Context: an optimization exercise on an open-source flow, tuned for small area. The choices shown serve that exercise and are no tape-out recipe. Function was checked by simulation only, so behaviour that the tests miss may differ from the original. Power figures rest on the tool's default switching activity, not on a simulated workload. No driver is modelled on the clock port, so clocking that relies on it looks cheaper here than on a real chip.

`flow/config.mk`:
```
export PLATFORM = sky130hd
export DESIGN_NAME = dm_bus_responder
export DESIGN_NICKNAME = dm_bus_responder
export VERILOG_FILES = /design/flow/design.v
export SDC_FILE = /design/flow/constraint.sdc
export NUM_CORES = 4
export LEC_CHECK = 0
export CAP_MARGIN = 20
export CORE_MARGIN = 2
export CORE_UTILIZATION = 40
export SLEW_MARGIN = 20
```
`flow/constraint.sdc`:
```
create_clock -name core_clock -period 8.0 [get_ports {clk}]
set_input_delay 1.6000 -clock core_clock [delete_from_list [all_inputs] [get_ports {clk}]]
set_output_delay 1.6000 -clock core_clock [all_outputs]
set_load 0.01 [all_outputs]
```
`flow/design.v`:
```
module dm_bus_responder #(
  parameter int unsigned DEPTH_WORDS = 64,
  parameter int unsigned WAIT_CYCLES = 2,
  parameter logic [31:0] BASE_ADDR   = 32'h0000_0000
) (
  input  logic        clk,
  input  logic        rst,
  input  logic        req,
  input  logic        we,
  input  logic [31:0] addr,
  input  logic [31:0] wdata,
  input  logic [3:0]  be,
  output logic [31:0] rdata,
  output logic        ready,
  output logic        err,
  output logic        busy
);
  localparam int NP = 32;   
  logic [1:0]  st_q;
  logic        p_q;                  
  logic [63:0] valid_q;
  logic [31:0] rdata_q;
  logic [5:0]  idx_q;
  logic        we_q, err_q;
  logic [3:0]  be_q;
  logic [31:0] wd_q;
  logic [NP-1:0][31:0] sa_q, sb_q;
  logic idle, s1, s2;
  assign idle = (st_q == 2'b00);
  assign s1   = (st_q == 2'b01);
  assign s2   = (st_q == 2'b11);
  logic accept;
  assign accept = idle & req;
  logic [5:0] idx_d;
  logic       we_d, err_d;
  logic [3:0] be_d;
  logic       err_in;
  assign err_in = (addr[1:0] != 2'b00) || (addr[31:8] != 24'd0);
  assign idx_d  = idle ? addr[7:2] : idx_q;
  assign we_d   = idle ? we        : we_q;
  assign err_d  = idle ? err_in    : err_q;
  assign be_d   = idle ? be        : be_q;
  always_ff @(posedge clk) begin
    idx_q <= idx_d;
    we_q  <= we_d;
    err_q <= err_d;
    be_q  <= be_d;
    wd_q  <= wdata;
  end
  logic valid_sel;
  assign valid_sel = valid_q[idx_d];
  logic [NP-1:0] pdec;
  always_comb begin
    for (int m = 0; m < NP; m++) pdec[m] = (idx_d[5:1] == 5'(m));
  end
  logic x, in_a;
  assign x    = idx_d[0];
  assign in_a = (x == p_q);
  logic wr_cyc;
  assign wr_cyc = we_d & ~err_d & (accept | s1);
  logic [3:0] gen;                   
  always_comb begin
    for (int b = 0; b < 4; b++) gen[b] = wr_cyc & (be_d[b] | ~valid_sel);
  end
  logic [31:0] col;
  always_comb begin
    for (int i = 0; i < 32; i++) col[i] = idle | ((wd_q[i] & be_q[i/8]) ^ p_q);
  end
  always_ff @(posedge clk) begin
    for (int m = 0; m < NP; m++) begin
      for (int i = 0; i < 32; i++) begin
        sa_q[m][i] <= ~((pdec[m] & gen[i/8] & ~in_a & col[i]) | sb_q[m][i]);
        sb_q[m][i] <= ~((pdec[m] & gen[i/8] &  in_a & col[i]) | sa_q[m][i]);
      end
    end
  end
  logic load_ok, cap;
  assign load_ok = ~we_q & ~err_q & valid_sel;
  assign cap     = (s1 | s2) & in_a & load_ok;
  logic [31:0] rd;
  always_comb begin
    rd = '0;
    for (int m = 0; m < NP; m++) rd = rd | (sa_q[m] & {32{pdec[m]}});
  end
  always_ff @(posedge clk or negedge rst) begin
    if (!rst) begin
      st_q    <= 2'b00;
      p_q     <= 1'b0;
      valid_q <= '0;
      rdata_q <= '0;
    end else begin
      p_q <= ~p_q;
      case (st_q)
        2'b00:   st_q <= req ? 2'b01 : 2'b00;
        2'b01:   st_q <= 2'b11;
        2'b11:   st_q <= 2'b10;
        default: st_q <= 2'b00;
      endcase
      if (s1 & we_q & ~err_q) valid_q[idx_q] <= 1'b1;
      if (cap)     rdata_q <= rd ^ {32{p_q}};
      else if (!s2) rdata_q <= '0;
    end
  end
  assign rdata = rdata_q;
  assign ready = (st_q == 2'b10);
  assign err   = ready & err_q;
  assign busy  = (st_q != 2'b00);
endmodule
```
`flow/run.sh`:
```
#!/bin/bash
# synth_recipe.tcl (not shown) runs the flow's synth.tcl, then flattens the netlist and writes it again
# the make line also repeats each setting of config.mk as NAME=value (left out here)
make -C /OpenROAD-flow-scripts/flow DESIGN_CONFIG=/design/flow/config.mk WORK_HOME=/design/flow/orfs CLKGATE_MAP_FILE= SYNTH_SCRIPT=/design/flow/synth_recipe.tcl finish
```
==> metrics.md, run 1 <==
| Metric | Value |
|---|---|
| Outcome | timing/DRC/antenna clean |
| WHS Endpoint | sa_q[52] |
| Synth area leaders | dfxtp_1 60%, a31oi_1 18%, dfrtp_1 3.5% |
| Post-route ant nets | 0 |
| Most common cell after layout, fill and taps aside | dfxtp_1 |
| Element type at the critical path start | register |
| Critical path type | reg2reg |
| CTS resizes | 0 |
| CTS tree | yes |
| Reg2Reg Launch Point | st_q[1] |
| Slowest CP cell | dfrtp_1 |
| Post-synth EDFFs | 0 |
| Die W | 423 um |
| Initial antenna violation count | 4 |
| Die Footprint | 179,000 um^2 |
| CTS Root Cell | clkbuf_16 |
| Detailed Place HPWL | 129,000 um |
| Fin crit share | between 70% and 80% |
| Min Hold Slack | about 0.36 ns |
| Post-Syn Instances | 6,419 |
| Avg Cell Area, Syn | 11.0 um^2 |
| Mapped Area | 70,300 um^2 |
| Vias/cell | around 6.4 |
| Final wirelength | ~230,000 um |
| Unrepaired setup endpoints after global routing | false |
| Max Clock Freq | ~170 MHz |
| Cell taking the most area after synthesis | dfxtp_1 |
| First-pass GRT wire length | around 340,000 um |
| Worst setup EP type | register |
| Max clock buf depth | 3 |
| # hold bufs at CTS | 0 |
| Reg2Reg Depth | 10 |
| Clk Latency, worst-skew pair | 0.85 ns |
| Rows | 153 |
| Core ar. | 174,000 um^2 |
| Relative slew slack | 22.4% |
| Max incr delay on CP | 0.95 ns |
| CTS H-tree lvls | 4 |
| Register area share after synthesis | between 60 and 70% |
| Max-cap viol count | 0 |
| Pleak | around 29 nW |
| Design area | slightly above 80,000 um^2 |
| Fraction of layout instances using a drive strength above 1 | around a tenth |
| Final hold vios | 0 |
| Total global-route track usage | between 20% and 30% |
| Initial DRC count | 6,982 |
| Cell chain of the critical path | nor2_4 > inv_6 > buf_4 > a31o_2 > a2111oi_0 > o221ai_1 > or2_1 > nand3_2 > buf_4 > o31ai_1 |
| Worst-path clk slew | ~0.060 ns |
| Hold_sp | sb_q[52] |
| Most common cell on crit path | buf_4 |
| PwrDens | 331 nW/um^2 |
| YS warnings | 1 |
| Cell count of the worst hold path | 1 |
| Synth Net Count | around 6,500 |
| Worst EP arrival | ~6.5 ns |
| VDD IR max | between 200 and 300 uV |
| Remaining DRCs | 0 |
| CP Depth | 10 |
| Total setup buffers inserted after CTS | 0 |
| Tightest Hold Check Type | reg2reg |
| Wire length per cell | around 27 um |
| Tot Pwr | roughly 27 mW |
| Footprint of the multi-input gates | approximately 23,000 um^2 |
| DR pass1 iterations | 6 |
| Buf/Inv on CP | 3 |
| Critical Path Fanout Max | 28 |
| Final Skew | 0.0297 ns |
| Required @ worst endpoint | slightly below 9 ns |
| Commonest cells after routing, fill and taps aside | 2,092 x dfxtp_1, 2,049 x a31oi_1, 290 x a22oi_1 |
| Die H | approximately 420 um |
| Ys flop type | dfxtp_1 |
| Nets | 6,222 |
| Setup_tns | 0 ns |
| Post-placement cell area | roughly 74,000 um^2 |
| Largest net degree at the start of global routing | between 100 and 150 |
| Routed vias | about 56,000 |
| Unique cell type count in the Yosys netlist | 81 |
| Num CTS Buffers | roughly 210 |
| Sequential cell area | approximately 44,000 um^2 |
| Asr flop ratio synth | 4.52% |
| Area grow syn2layout | 15.1% |
| Initial Util | 40.4% |
| Crit-path leading delay family | simple AND/OR/NAND/NOR gates |
| Final Slew Violations | 0 |
| Worst Tran Pin Value | approximately 1.2 ns |
| # setup viols final | 0 |
| Setup slack, reg-to-reg | around 2.3 ns |
| Fill count | about 16,000 |
| Clock Sink Count | 2,191 |
| Synth top area share | 59.6% |
| Synth Register Bits | around 2,200 |
| Final GP Congestion | between 0.8 and 0.9 |
| # IOs | approximately 110 |
| Reg-to-Reg End | rdata_q[25] |
| Vias in the first global route | about 52,000 |
| Post-layout min period | about 5.7 ns |
| Port buffer count | around 110 |
| Global route overflow | 0 |
## routing by layer
layer	share of wire, %	GRT usage (%)
met1	44	35.0
met3	8.1	4.00
met4	3.3	8.46
met5	0.0086	0
met2	45	38.8
## power breakdown
part           total [mW]  internal, mW  switching [mW]
clock network        10.4          6.05            4.31
registers            11.1          11.0           0.147
logic                5.24         0.871            4.36
## flip-flops by register name, summed over array words and instances, names as in the netlist
| register | flops |
|---|---|
| be_q | 4 |
| err_q | 1 |
| idx_q | 6 |
| p_q | 1 |
| rdata_q | 32 |
| sa_q | 1024 |
| sb_q | 1024 |
| st_q | 2 |
| valid_q | 64 |
| wd_q | 32 |
| we_q | 1 |
## final cells by class
| class | count | share of cell area (%) |
|---|---|---|
| Clock inverter | 73 | 1.28 |
| Sequential cell | 2191 | 54.8 |
| Tap cell | 2325 | 3.60 |
| Clock buffer | 318 | 7.65 |
| Antenna cell | 3 | 0.00928 |
| Timing Repair Buffer | 335 | 4.29 |
| Multi-Input combinational cell | 3395 | 28.3 |
| Inverter | 14 | 0.0773 |
## worst reg2reg max path, stage by stage, from the launching register on
cell and delay, ns:
dfrtp_1 0.95, nor2_4 0.25, inv_6 0.45, buf_4 0.82
a31o_2 0.35, a2111oi_0 0.13, o221ai_1 0.22, or2_1 0.76
nand3_2 0.83, buf_4 0.56, o31ai_1 0.31
## synth_stat cells, types with 43 or more instances
master / count
nand3_1: 98
buf_4: 89
a22o_1: 52
dfrtp_1: 99
o21bai_1: 63
a21oi_1: 77
o21ai_0: 85
dfxtp_1: 2092
clkbuf_1: 465
a31oi_1: 2051
a22oi_1: 292
nand4_1: 110
nand2_1: 77
and3_1: 43
buf_2: 228
## kinds of logic (layout without fill, tap and decap cells)
kind of cell               after synthesis  in the layout  synth area share, %
AOI/OAI and AO/OA                     2822           2822                 26.5
other                                    0              3                    0
DFF                                   2191           2191                 63.1
xor gates and xnor gates                24             24                0.299
adders and majority gates                4              4               0.0712
buffers and inverters                  833            740                 5.36
muxes                                   38             38                0.562
and+or+nand+nor                        507            507                 4.15
## how the worst max path moves through the flow
stage,startpoint,end,slack (ns)
global route,st_q[1],rdata_q[18],2.04
detailed placement,addr[5],rdata_q[17],1.77
finish,st_q[1],rdata_q[25],2.27
floorplan,addr[2],sa_q[344],3.73
global placement,addr[6],rdata_q[17],1.78
CTS,st_q[1],rdata_q[25],2.39
## stage by stage
stage | worst slack, ns | instances | util, %
floorplan | 3.73 | 6419 | -
global placement | 1.78 | 8258 | 42.2
detailed placement | 1.77 | 8260 | 42.3
CTS | 2.39 | 8651 | 46.4
global route | 2.04 | 8652 | 46.4
finish | 2.27 | 8654 | 46.4
==> inputs of run 2 (changes only) <==
--- a/flow/config.mk
+++ b/flow/config.mk
@@ -8,4 +8,6 @@
 export CAP_MARGIN = 20
 export CORE_MARGIN = 2
-export CORE_UTILIZATION = 40
+export CORE_UTILIZATION = 70
+export CTS_BUF_LIST = sky130_fd_sc_hd__clkbuf_4
+export PLACE_DENSITY = 0.8
 export SLEW_MARGIN = 20
==> run 2 against run 1 <==
- setup slack got worse by 0.23 ns
- worst hold slack got worse by 0.045 ns
- combinational power decreased by 4%
- design area decreased by 2.7%
- clock skew increased by 0.069 ns
- clock power decreased by about 10%
- core utilization increased by 32 points
- non-clock buffer count decreased by 33
- critical endpoint is now busy
- largest cell class unchanged
==> metrics.md, run 2 <==
| Metric | Value |
|---|---|
| YS warnings | 1 (unchanged) |
| Element type at the critical path start | register |
| Rows | 116 (-24%) |
| Post-layout min period | 5.96 ns (+0.230 ns) |
| Final Skew | 0.0985 ns (+0.0687 ns) |
| Required @ worst endpoint | 6.40 ns (-2.35 ns) |
| Total global-route track usage | 40.7% (+16 points) |
| First-pass GRT wire length | 326,000 um (-5.5%) |
| Nets | 6,521 (+4.8%) |
| # setup viols final | 0 (unchanged) |
| Wire length per cell | 26.8 um (+0.19%) |
| Unrepaired setup endpoints after global routing | false |
| CTS resizes | 0 (unchanged) |
| Avg Cell Area, Syn | 11.0 um^2 (unchanged) |
| Largest registers | sa_q x1024, sb_q x1024, valid_q x64 |
| Die H | 321 um (-24%) |
| Mapped Area | 70,300 um^2 (unchanged) |
| Commonest cells after routing, fill and taps aside | 2,092 x dfxtp_1, 2,049 x a31oi_1, 778 x clkbuf_4 |
| Outcome | timing/DRC/antenna clean |
| Cell taking the most area after synthesis | dfxtp_1 |
| Critical path origin | st_q[0] |
| Post-Syn Instances | 6,419 (unchanged) |
| Global route overflow | 0 (unchanged) |
| Num CTS Buffers | 541 (+160%) |
| Fraction of layout instances using a drive strength above 1 | 16.7% (+6.0 points) |
| CTS tree | yes |
| Design area | 78,700 um^2 (-2.7%) |
| Die W | 321 um (-24%) |
| Area grow syn2layout | 12.0% |
| Worst setup EP type | output port |
| Reg2Reg Launch Point | st_q[1] |
| Worst EP arrival | 4.36 ns (-2.11 ns) |
| Hold_sp | sb_q[712] |
| Final wirelength | 218,000 um (-6.2%) |
| Pleak | 29.4 nW (+0.84%) |
| Asr flop ratio synth | 4.52% (unchanged) |
| Max Clock Freq | 168 MHz (-3.9%) |
| Synth top area share | 59.6% (unchanged) |
| DR pass1 iterations | 10 (+4) |
| Critical path type | reg2out |
| Max-cap viol count | 0 (unchanged) |
| Max clock buf depth | 4 (+1) |
| Post-placement cell area | 72,000 um^2 (-2.3%) |
| Synth Net Count | 6,495 (unchanged) |
| CTS Root Cell | clkbuf_4 |
| Core ar. | 99,900 um^2 (-43%) |
| Remaining DRCs | 0 (unchanged) |
| Port buffer count | 106 (unchanged) |
| Worst-path clk slew | 0.07 ns (about the same) |
| Critical Path Fanout Max | 29 (+3.6%) |
| Die Footprint | 103,000 um^2 (-43%) |
| # IOs | 107 (unchanged) |
| Post-synth EDFFs | 0 (unchanged) |
| CTS H-tree lvls | 6 (+2) |
| Post-route ant nets | 0 (unchanged) |
| Final Slew Violations | 0 (unchanged) |
| Total setup buffers inserted after CTS | 0 (unchanged) |
| Most common cell after layout, fill and taps aside | dfxtp_1 |
| Largest net degree at the start of global routing | 212 (+71%) |
| Initial DRC count | 9,801 (+40%) |
| Clk Latency, worst-skew pair | 1.31 ns (+0.46 ns) |
| Initial Util | 70.4% (+30 points) |
| Vias in the first global route | 55,500 (+7.5%) |
| Routed vias | 59,100 (+5.9%) |
| Ys flop type | dfxtp_1 |
| Post-synth top cells | 2,092 x dfxtp_1, 2,051 x a31oi_1, 465 x clkbuf_1 |
| Final GP Congestion | 0.886 (+7.5%) |
| Synth Register Bits | 2,191 (unchanged) |
| PwrDens | 324 nW/um^2 (-1.9%) |
| Register area share after synthesis | 63.1% (unchanged) |
| Relative slew slack | 18.6% (-3.8 points) |
| Initial antenna violation count | 7 (+3) |
| Clock Sink Count | 2,191 (unchanged) |
| Final hold vios | 0 (unchanged) |
| Vias/cell | 7.29 (+13%) |
| Detailed Place HPWL | 116,000 um (-10%) |
| Worst Tran Pin Value | 1.22 ns (+0.0669 ns) |
| Most common cell in the netlist | dfxtp_1 |
| # hold bufs at CTS | 0 (unchanged) |
| Tightest Hold Check Type | reg2reg |
| VDD IR max | 298 uV (+2.1%) |
| Unique cell type count in the Yosys netlist | 81 (unchanged) |
| Fin crit share | 74.5% (+2.9 points) |
| Synth area leaders | dfxtp_1 60%, a31oi_1 18%, dfrtp_1 3.5% |
| Setup_tns | 0 ns (unchanged) |
## run 2: cell counts after synthesis
No cell type changed its count.
## run 2: power breakdown
group | switching [mW] | internal (mW)
registers | 0.157 | 11.0
clock network | 4.41 | 4.91
logic | 4.24 | 0.813
total | 8.81 | 16.7
## run 2: through the flow
step,setup slack [ns],util (%),hold slack (ns),total power [mW],std cells
2_1_floorplan,3.73,-,0.365,14.0,6419
3_3_place_gp,1.84,72.1,0.365,16.0,7199
3_5_place_dp,1.73,72.1,0.368,16.1,7199
4_1_cts,2.06,78.8,0.306,25.2,8099
5_1_grt,1.97,78.8,0.324,26.1,8104
6_report,2.04,78.8,0.320,25.5,8105
## run 2: final timing paths
check                                    to  slack (ns)  depth (start not counted)
min in group asynchronous       rdata_q[21]        0.39                          1
max in group asynchronous       rdata_q[20]        6.22                          2
worst min register to register    sa_q[712]        0.32                          1
worst max register to register    sa_q[187]        2.35                         11
worst max-delay path                   busy        2.04                          4
worst min-delay path              sa_q[712]        0.32                          1
## run 2: worst max-delay path: stages (launching register included)
cell and delay (ns):
dfrtp_1 0.90, nor2_4 0.21, inv_4 0.66, buf_4 0.62, clkdlybuf4s50_1 0.65
## run 2: logic make-up (layout without fill, tap and decap cells)
| logic type | after synthesis | in the layout | share of synthesized area (%) |
|---|---|---|---|
| simple gates | 507 | 507 | 4.15 |
| mux | 38 | 38 | 0.562 |
| buf+inv | 833 | 1216 | 5.36 |
| other cells | 0 | 5 | 0 |
| compound gates | 2822 | 2822 | 26.5 |
| fa+ha+maj | 4 | 4 | 0.0712 |
| xor+xnor | 24 | 24 | 0.299 |
| flops | 2191 | 2191 | 63.1 |
## run 2: cell type report
type	instances	area (um^2)
flip-flops and latches	2191	44400
multi-input cells	3395	22800
fillers	6295	21100
clock buffers	778	5840
repair buffers	302	3100
well taps	1298	1620
clock inverters	122	881
inverters	14	60.1
diodes	5	12.5
## run 2: metal layers
layer / GRT usage, % / share of wire [%] / vias up
met2: 60.8 / 44 / 4244
met1: 55.0 / 38 / 28800
met3: 10.6 / 13 / 738
li1: - / - / 25300
met5: 0 / 0.031 / -
met4: 20.8 / 4.8 / 8
==> inputs of run 3 (changes only) <==
--- a/flow/design.v
+++ b/flow/design.v
@@ -63,19 +63,24 @@
     for (int b = 0; b < 4; b++) gen[b] = wr_cyc & (be_d[b] | ~valid_sel);
   end
-  logic [31:0] col;
+  logic [31:0] col, col_a, col_b;
   always_comb begin
-    for (int i = 0; i < 32; i++) col[i] = idle | ((wd_q[i] & be_q[i/8]) ^ p_q);
+    for (int i = 0; i < 32; i++) begin
+      col[i]   = idle | ((wd_q[i] & be_q[i/8]) ^ p_q);
+      col_a[i] = col[i] & gen[i/8] & ~in_a;
+      col_b[i] = col[i] & gen[i/8] &  in_a;
+    end
+  end
+  logic [NP-1:0][31:0] sa_d, sb_d;
+  for (genvar m = 0; m < NP; m++) begin : g_pair
+    dm_bit_update u_a (.sel(pdec[m]), .col(col_a), .q(sb_q[m]), .d(sa_d[m]));
+    dm_bit_update u_b (.sel(pdec[m]), .col(col_b), .q(sa_q[m]), .d(sb_d[m]));
   end
   always_ff @(posedge clk) begin
-    for (int m = 0; m < NP; m++) begin
-      for (int i = 0; i < 32; i++) begin
-        sa_q[m][i] <= ~((pdec[m] & gen[i/8] & ~in_a & col[i]) | sb_q[m][i]);
-        sb_q[m][i] <= ~((pdec[m] & gen[i/8] &  in_a & col[i]) | sa_q[m][i]);
-      end
-    end
+    sa_q <= sa_d;
+    sb_q <= sb_d;
   end
-  logic load_ok, cap;
-  assign load_ok = ~we_q & ~err_q & valid_sel;
-  assign cap     = (s1 | s2) & in_a & load_ok;
+  logic cap, out_en;
+  assign cap    = (s1 | s2) & in_a;
+  assign out_en = ready & ~we_q & ~err_q & valid_sel;
   logic [31:0] rd;
   always_comb begin
@@ -88,5 +93,4 @@
       p_q     <= 1'b0;
       valid_q <= '0;
-      rdata_q <= '0;
     end else begin
       p_q <= ~p_q;
@@ -98,11 +102,20 @@
       endcase
       if (s1 & we_q & ~err_q) valid_q[idx_q] <= 1'b1;
-      if (cap)     rdata_q <= rd ^ {32{p_q}};
-      else if (!s2) rdata_q <= '0;
     end
   end
-  assign rdata = rdata_q;
+  always_ff @(posedge clk) begin
+    if (cap) rdata_q <= rd ^ {32{p_q}};
+  end
+  assign rdata = rdata_q & {32{out_en}};
   assign ready = (st_q == 2'b10);
   assign err   = ready & err_q;
   assign busy  = (st_q != 2'b00);
 endmodule
+module dm_bit_update (
+  input  logic        sel,
+  input  logic [31:0] col,
+  input  logic [31:0] q,
+  output logic [31:0] d
+);
+  assign d = ~(({32{sel}} & col) | q);
+endmodule
--- a/flow/config.mk
+++ b/flow/config.mk
@@ -9,5 +9,7 @@
 export CORE_MARGIN = 2
 export CORE_UTILIZATION = 70
-export CTS_BUF_LIST = sky130_fd_sc_hd__clkbuf_4
+export CTS_CLUSTER_DIAMETER = 80
+export CTS_CLUSTER_SIZE = 30
 export PLACE_DENSITY = 0.8
 export SLEW_MARGIN = 20
+export SYNTH_HIERARCHICAL = 1
==> run 3 against run 2 <==
- critical path depth rose by 7
- count of clock-buffer cells in the layout fell by 665
- synthesized cell count fell by 0.98%
- synthesized area fell by 2.1%
- clock power fell by 44%
- die area fell by 2.1%
- sequential share of layout area rose by 5.3 points
- largest power group unchanged
- highest routed layer unchanged
==> metrics.md, run 3 <==
| Metric | Value |
|---|---|
| Vias/cell | 6.92 (-5.1%) |
| Util after Layout | 73.8% (-5.1 points) |
| Outcome | timing/DRC/antenna clean |
| Largest registers | sa_q x1024, sb_q x1024, valid_q x64 |
| Post-placement cell area | 69,800 um^2 (-3.0%) |
| CTS resizes | 0 (unchanged) |
| # IOs | 107 (unchanged) |
| Post-layout min period | 7.12 ns (+1.16 ns) |
| # setup viols final | 0 (unchanged) |
| Rows | 115 (-0.86%) |
| CTS Root Cell | clkbuf_16 |
| # hold bufs at CTS | 0 (unchanged) |
| Post-synth EDFFs | 32 (+32) |
| Die H | 318 um (-1.1%) |
| Area grow syn2layout | 4.88% |
| Required @ worst endpoint | 6.40 ns (about the same) |
| Synth area leaders | dfxtp_1 61%, a21oi_1 15%, nand4_1 3.5% |
| Worst setup EP type | output port |
| Register area share after synthesis | 64.7% (+1.6 points) |
| Final Slew Violations | 0 (unchanged) |
| Final hold vios | 0 (unchanged) |
| Placed Instances | 7,450 (+3.5%) |
| PwrDens | 301 nW/um^2 (-7.2%) |
| Initial DRC count | 7,760 (-21%) |
| Pleak | 26.7 nW (-9.2%) |
| Ys flop type | dfxtp_1 |
| Unique cell type count in the Yosys netlist | 61 (-25%) |
| Most common cell after layout, fill and taps aside | dfxtp_1 |
| DR pass1 iterations | 8 (-2) |
| Design area | 72,200 um^2 (-8.3%) |
| Worst-path clk slew | 0.11 ns (+0.04 ns) |
| Max clock buf depth | 3 (-1) |
| Total global-route track usage | 37.5% (-3.2 points) |
| Crit-path leading delay family | buffers and inverters |
| Post-synth top cells | 2,092 x dfxtp_1, 2,084 x a21oi_1, 390 x nand4_1 |
| Num CTS Buffers | 83 (-85%) |
| YS warnings | 7 (+6) |
| First-pass GRT wire length | 295,000 um (-9.3%) |
| Vias in the first global route | 49,100 (-12%) |
| Most common cell in the netlist | dfxtp_1 |
| Clk Latency, worst-skew pair | 0.73 ns (-0.58 ns) |
| CTS tree | yes |
| Max-cap viol count | 0 (unchanged) |
| Nets | 6,325 (-3.0%) |
| Final Non-Filler Cells | 7,577 (-6.5%) |
| Critical Path Fanout Max | 17 (-41%) |
| Pre-CTS WS | 0.898 ns (-0.830 ns) |
| Cell taking the most area after synthesis | dfxtp_1 |
| Detailed Place HPWL | 111,000 um (-4.4%) |
| Post-route ant nets | 0 (unchanged) |
| Min Hold Slack | 0.361 ns (+0.0411 ns) |
| Final wirelength | 197,000 um (-9.2%) |
| Final Skew | 0.0327 ns (-0.0658 ns) |
| Commonest cells after routing, fill and taps aside | 2,092 x dfxtp_1, 2,084 x a21oi_1, 390 x nand4_1 |
| Max incr delay on CP | 0.74 ns (-0.16 ns) |
| Remaining DRCs | 0 (unchanged) |
| Initial antenna violation count | 1 (-6) |
| Fraction of layout instances using a drive strength above 1 | 5.39% (-11 points) |
| Mapped Area | 68,800 um^2 (-2.1%) |
| Die Footprint | 101,000 um^2 (-2.1%) |
| Total setup buffers inserted after CTS | 0 (unchanged) |
| Tot Pwr | 21.7 mW (-15%) |
| Post-Syn Instances | 6,356 (-0.98%) |
| Most common cell on crit path | clkdlybuf4s50_1 |
| Global route overflow | 0 (unchanged) |
| Cell chain of the critical path | clkdlybuf4s50_1 > or4_1 > o31a_1 > a21oi_1 > o41ai_1 > and3_1 > a221oi_4 > buf_8 > buf_4 > and2_1 > clkdlybuf4s50_1 |
| Final GP Congestion | 0.914 (+3.2%) |
| VDD IR max | 319 uV (+7.1%) |
| Worst EP arrival | 5.52 ns (+1.16 ns) |
| Wire length per cell | 26.1 um (-2.9%) |
| Unrepaired setup endpoints after global routing | false |
| Die W | 318 um (-1.1%) |
| Avg Cell Area, Syn | 10.8 um^2 (-1.2%) |
| CTS H-tree lvls | 3 (-3) |
| Crit path setup slack, layout | 0.882 ns (-1.16 ns) |
| Critical path type | in2out |
| Element type at the critical path start | input pin |
| Slowest CP cell | a221oi_4 |
| Relative slew slack | 23.6% (+5.0 points) |
| Largest net degree at the start of global routing | 96 (-55%) |
| Synth Net Count | 6,432 (-0.97%) |
| Worst Tran Pin Value | 1.15 ns (-0.0753 ns) |
| Initial Util | 70.3% (-0.077 points) |
| Routed vias | 52,400 (-11%) |
| Fin crit share | 89.0% (+15 points) |
| Buf/Inv on CP | 4 (+1) |
| Max Clock Freq | 140 MHz (-16%) |
| Tightest Hold Check Type | reg2reg |
| Asr flop ratio synth | 3.06% (-1.5 points) |
| Synth Register Bits | 2,191 (unchanged) |
| Clock Sink Count | 2,191 (unchanged) |
| Synth top area share | 60.9% (+1.3 points) |
| Setup_tns | 0 ns (unchanged) |
| Core ar. | 97,800 um^2 (-2.0%) |
| Port buffer count | 106 (unchanged) |
==> run 3: cell types whose count changed in the layout (fill, tap and decap cells not counted), sizes merged, moves of 26 or more <==
cell / previous run / this run
clkbuf: 778 / 113
a31oi: 2061 / 6
and2: 4 / 42
edfxtp: 0 / 32
dfrtp: 99 / 67
nand2: 78 / 219
o22ai: 9 / 58
o21ai: 94 / 68
o31a: 9 / 61
nand4: 110 / 390
clkinv: 89 / 1
a21oi: 77 / 2087
==> run 3: worst register-to-register path, cell delays in order (launching register included) <==
cell and delay [ns]:
dfrtp_1 0.70, nor2_8 0.77, a21oi_4 0.16, inv_6 0.37
buf_4 0.50, buf_4 0.68, and3_4 1.11, buf_4 0.46
a22oi_1 0.15, and4_1 0.23, nand4_1 0.09, xnor2_1 0.07
==> run 3: modules after synthesis (local to each module, per instance) <==
module            area, um^2  flops+latches  cells inside  times used
dm_bus_responder       56400           2191          4116           1
dm_bit_update            194              0            35          64
==> run 3: cell type report <==
class / instances / area, um^2
sequential: 2191 / 44500
inverter: 13 / 53.8
clock inverter: 8 / 90.1
antenna: 5 / 12.5
timing repair buffer: 282 / 2530
multi-input combinational: 3678 / 21100
tap: 1287 / 1610
clock buffer: 113 / 2230
fill: 6898 / 25700
==> run 3: per-layer routing <==
metal	track usage, %	wire, um	vias to the layer above
met4	17.1	9320	2
met5	0	161	-
li1	-	-	23000
met3	7.13	21600	528
met2	57.3	87500	3192
met1	52.1	78900	25700
==> run 3: worst paths after layout <==
kind	endpoint	start	slack (ns)	depth (start not counted)
setup / recovery	rdata[30]	addr[3]	0.88	11
hold reg to reg	sa_q[200]	sb_q[200]	0.36	1
setup reg to reg	rdata_q[6]	st_q[0]	2.45	11
hold / removal	sa_q[200]	sb_q[200]	0.36	1
min in group asynchronous	valid_q[15]	rst	1.04	2
max in group asynchronous	p_q	rst	6.34	2
==> run 3: cell families (layout without fill, tap and decap cells) <==
logic type / count (synthesis) / in the layout / synth area share [%]
AOI/OAI and AO/OA: 2693 / 2693 / 21.7
xor gates and xnor gates: 36 / 36 / 0.458
adders and majority gates: 4 / 4 / 0.0727
buffers and inverters: 487 / 416 / 5.13
DFF: 2191 / 2191 / 64.7
muxes: 6 / 6 / 0.0964
other: 0 / 5 / 0
and+or+nand+nor: 939 / 939 / 7.82
==> run 3: where the power goes <==
part	internal, mW	switching [mW]	total (mW)
Combinational	0.967	3.72	4.68
Sequential	11.5	0.334	11.8
Clock	2.00	3.24	5.24
Total	14.4	7.29	21.7
==> inputs of run 4 (changes only) <==
==> flow/flow/run.sh (new file) <==
#!/bin/bash
# Own flow: the standard layout (standard.sh) with three knobs changed
# through ORFS environment variables:
#  - CTS without dummy loads, with larger sink clusters (fewer clock buffers);
#  - port buffers use buf_1 instead of the default cell;
#  - power recovery (downsizing of non-critical gates) after global route.
# Synthesis is the standard one, unchanged.
set -euo pipefail
export CTS_ARGS="-sink_clustering_enable -repair_clock_nets -dont_use_dummy_load -sink_clustering_size 30 -sink_clustering_max_diameter 80"
export BUFFER_PORTS_ARGS="-buffer_cell sky130_fd_sc_hd__buf_1"
export RECOVER_POWER=100
bash standard.sh > standard.log 2>&1
==> flow/standard.sh (new file) <==
#!/bin/bash
# synth_recipe.tcl (not shown) runs the flow's synth.tcl, then flattens the netlist and writes it again
# the make line also repeats each setting of config.mk as NAME=value (left out here)
make -C /OpenROAD-flow-scripts/flow DESIGN_CONFIG=/design/flow/config.mk WORK_HOME=/design/flow/orfs CLKGATE_MAP_FILE= SYNTH_SCRIPT=/design/flow/synth_recipe.tcl "${@:-finish}"
removed: flow/run.sh
==> run 4 against run 3 <==
- now fails the layout checks on capacitance limit, slew limit
- synthesized cell count is the same
- design area shrank 1.6%
- cell count shrank 0.62%
- critical endpoint is now rdata_q[21]
==> metrics.md, run 4 <==
| Metric | Value |
|---|---|
| Initial Util | 70.3% (unchanged) |
| Vias/cell | 6.95 (+0.39%) |
| Clock Sink Count | 2,191 (unchanged) |
| Met1 WL | 78,300 um (-0.76%) |
| Setup_tns | 0 ns (unchanged) |
| Worst Tran Pin Value | 3.44 ns (+2.30 ns) |
| Num CTS Buffers | 83 (unchanged) |
| Max clock buf depth | 3 (unchanged) |
| Nets | 6,318 (-0.11%) |
| CTS tree | yes |
| Element type at the critical path start | register |
| Asr flop ratio synth | 3.06% (unchanged) |
| Synth area leaders | dfxtp_1 61%, a21oi_1 15%, nand4_1 3.5% |
| Clk Latency, worst-skew pair | 0.71 ns (-0.02 ns) |
| Detailed Place HPWL | 110,000 um (-1.0%) |
| Final hold vios | 0 (unchanged) |
| CTS H-tree lvls | 3 (unchanged) |
| Total global-route track usage | 37.2% (-0.32 points) |
| Placed Instances | 7,444 (-0.081%) |
| Largest registers | sa_q x1024, sb_q x1024, valid_q x64 |
| Rows | 115 (unchanged) |
| Final Non-Filler Cells | 7,530 (-0.62%) |
| Tot Pwr | 21.4 mW (-1.3%) |
| Most common cell in the netlist | dfxtp_1 |
| Initial antenna violation count | 3 (+2) |
| Outcome | complete, but fails checks |
| Unique cell type count in the Yosys netlist | 61 (unchanged) |
| Die Footprint | 101,000 um^2 (unchanged) |
| Most common cell after layout, fill and taps aside | dfxtp_1 |
| Final Skew | 0.0807 ns (+0.0480 ns) |
| # hold bufs at CTS | 0 (unchanged) |
| Post-synth top cells | 2,092 x dfxtp_1, 2,084 x a21oi_1, 390 x nand4_1 |
| Ys flop type | dfxtp_1 |
| Final GP Congestion | 0.904 (-1.1%) |
| YS warnings | 7 (unchanged) |
| Core ar. | 97,800 um^2 (unchanged) |
| Fin crit share | 92.3% (+3.3 points) |
| Post-placement cell area | 69,200 um^2 (-0.94%) |
| Vias in the first global route | 48,900 (-0.32%) |
| # setup viols final | 0 (unchanged) |
| Max-cap viol count | 8 (+8) |
| Total setup buffers inserted after CTS | 0 (unchanged) |
| Max Clock Freq | 135 MHz (-3.6%) |
| Relative slew slack | -130% (-150 points) |
| Register area share after synthesis | 64.7% (unchanged) |
| Avg Cell Area, Syn | 10.8 um^2 (unchanged) |
| DR top layer | met4 |
| Initial DRC count | 8,388 (+8.1%) |
| Worst EP arrival | 7.80 ns (+2.28 ns) |
| VDD IR max | 430 uV (+35%) |
| Post-layout min period | 7.38 ns (+0.265 ns) |
| Commonest cells after routing, fill and taps aside | 2,092 x dfxtp_1, 2,085 x a21oi_1, 390 x nand4_1 |
| CTS Root Cell | clkbuf_16 |
| Fraction of layout instances using a drive strength above 1 | 4.98% (-0.41 points) |
| DR pass1 iterations | 6 (-2) |
| Synth Register Bits | 2,191 (unchanged) |
| Post-synth EDFFs | 32 (unchanged) |
| Synth top area share | 60.9% (unchanged) |
| Wire length per cell | 26.0 um (-0.20%) |
| Cell taking the most area after synthesis | dfxtp_1 |
| Pleak | 26.2 nW (-1.9%) |
| Worst setup EP type | register |
| Global route overflow | 0 (unchanged) |
| Routed vias | 52,300 (-0.23%) |
| Synth Net Count | 6,432 (unchanged) |
| Final wirelength | 196,000 um (-0.82%) |
| Tightest Hold Check Type | reg2reg |
| DR WL met2 | 86,300 um (-1.3%) |
| Min Hold Slack | 0.332 ns (-0.0288 ns) |
| Die W | 318 um (unchanged) |
| Mapped Area | 68,800 um^2 (unchanged) |
| PwrDens | 302 nW/um^2 (+0.32%) |
| Port buffer count | 106 (unchanged) |
| Critical path type | reg2reg |
| Largest net degree at the start of global routing | 147 (+53%) |
| Worst-path clk slew | 0.12 ns (about the same) |
| Reg2Reg Launch Point | st_q[0] |
| Routed met3 length | 21,300 um (-1.3%) |
| Critical Path Fanout Max | 53 (+36) |
| Remaining DRCs | 0 (unchanged) |
| Required @ worst endpoint | 8.42 ns (+2.02 ns) |
| Die H | 318 um (unchanged) |
| CTS resizes | 0 (unchanged) |
| Area grow syn2layout | 3.23% |
| # IOs | 107 (unchanged) |
| Unrepaired setup endpoints after global routing | false |
| Post-route ant nets | 0 (unchanged) |
| Fail Reasons | capacitance limit, slew limit |
| Final Slew Violations | 286 (+286) |
| Hold_sp | sb_q[769] |
| Critical path origin | st_q[0] |
| Post-Syn Instances | 6,356 (unchanged) |
| First-pass GRT wire length | 292,000 um (-0.94%) |
| Design area | 71,000 um^2 (-1.6%) |
-- run 4: cell count changes in the layout (fill, tap and decap cells not counted), sizes merged --
cell,change
diode,-2
buf,+26
clkinv,-1
clkdlybuf4s50,-105
clkbuf,+42
inv,-7
-- run 4: path summary, 6_finish.rpt --
kind / cells after the start / slack (ns) / to
setup / recovery: 10 / 0.62 / rdata_q[21]
hold / removal: 1 / 0.33 / sa_q[769]
setup reg to reg: 10 / 0.62 / rdata_q[21]
hold reg to reg: 1 / 0.33 / sa_q[769]
max in group asynchronous: 2 / 3.45 / p_q
min in group asynchronous: 2 / 2.17 / valid_q[9]
-- run 4: cell type report --
type,count,area (um^2)
Sequential cell,2191,44500
Fill cell,6996,26800
Multi-Input combinational cell,3678,21100
Clock buffer,83,2080
Timing Repair Buffer,275,1670
Tap cell,1287,1610
Inverter,13,53.8
Antenna cell,3,7.51
-- run 4: cells by family after synthesis --
family | count (synthesis) | synth area share (%)
AO/OA/AOI/OAI | 2693 | 21.7
flip-flops | 2191 | 64.7
AND/OR/NAND/NOR | 939 | 7.82
buffers and inverters | 487 | 5.13
XOR/XNOR | 36 | 0.458
multiplexers | 6 | 0.0964
adder cells (fa/ha/maj) | 4 | 0.0727
-- run 4: power by group --
| part | switching (mW) | internal [mW] | leakage (nW) |
|---|---|---|---|
| sequential | 0.301 | 11.5 | 19.9 |
| clock | 3.15 | 1.88 | 1.02 |
| combinational | 3.71 | 0.937 | 5.26 |
| total | 7.16 | 14.3 | 26.2 |
-- run 4: worst max-delay path, cell delays in order, from the launching register on --
cell      delay, ns
dfrtp_1        0.84
nor2_1         0.44
inv_1          0.31
clkbuf_1       2.24
a31o_4         1.16
and3_4         0.81
buf_4          0.56
a22oi_1        0.27
nand4_1        0.20
nor4_1         0.08
xnor2_1        0.12
-- run 4: routing by layer --
metal	track usage, %	vias to the layer above
met5	0	-
met4	18.5	0
met3	6.90	567
met2	56.3	3194
met1	51.6	25600
li1	-	23000
-- run 4: stage by stage --
step           util, %  setup slack, ns
3_5_place_dp      70.7             1.50
4_1_cts           72.8             1.45
6_report          72.6            0.617
5_1_grt           72.6            0.612
3_3_place_gp      70.7             1.35
2_1_floorplan        -             2.53
-- run 4: modules after synthesis, one instance, submodules excluded --
module | cells inside | flops+latches | times used
dm_bus_responder | 4116 | 2191 | 1
dm_bit_update | 35 | 0 | 64

## separate check: timing with driven ports
No port has a modelled driver above. Below, the same layouts with a new extraction and two added sets of constraints.
Step 1: set_driving_cell puts a clkbuf_16 on clk and a buf_2 on each other input, an assumption about the parent block.
Step 2 times the ports against the registers' clock, not the clock port: input delays grow and output delays shrink by t, the midpoint of the rising clock arrivals with the driver on.
a / b / c = ideal ports / drivers / drivers and shift; a / b = the first two.
run	t, ns	setup slack, ns	clock arrival spread, ns	worst register clock-pin slew, ns
run 1	0.917	2.274 / 2.274 / 1.564	0.033 / 0.033	0.07 / 0.07
run 2	1.325	2.044 / 1.970 / 1.590	0.121 / 0.121	0.08 / 0.08
run 3	0.783	0.882 / 0.851 / 0.851	0.036 / 0.036	0.12 / 0.12
run 4	0.746	0.617 / 0.617 / 0.617	0.089 / 0.089	0.12 / 0.12
For run 1, which loses most, drivers alone change the setup slack by 0.000 ns; drivers and shift together by -0.710 ns.
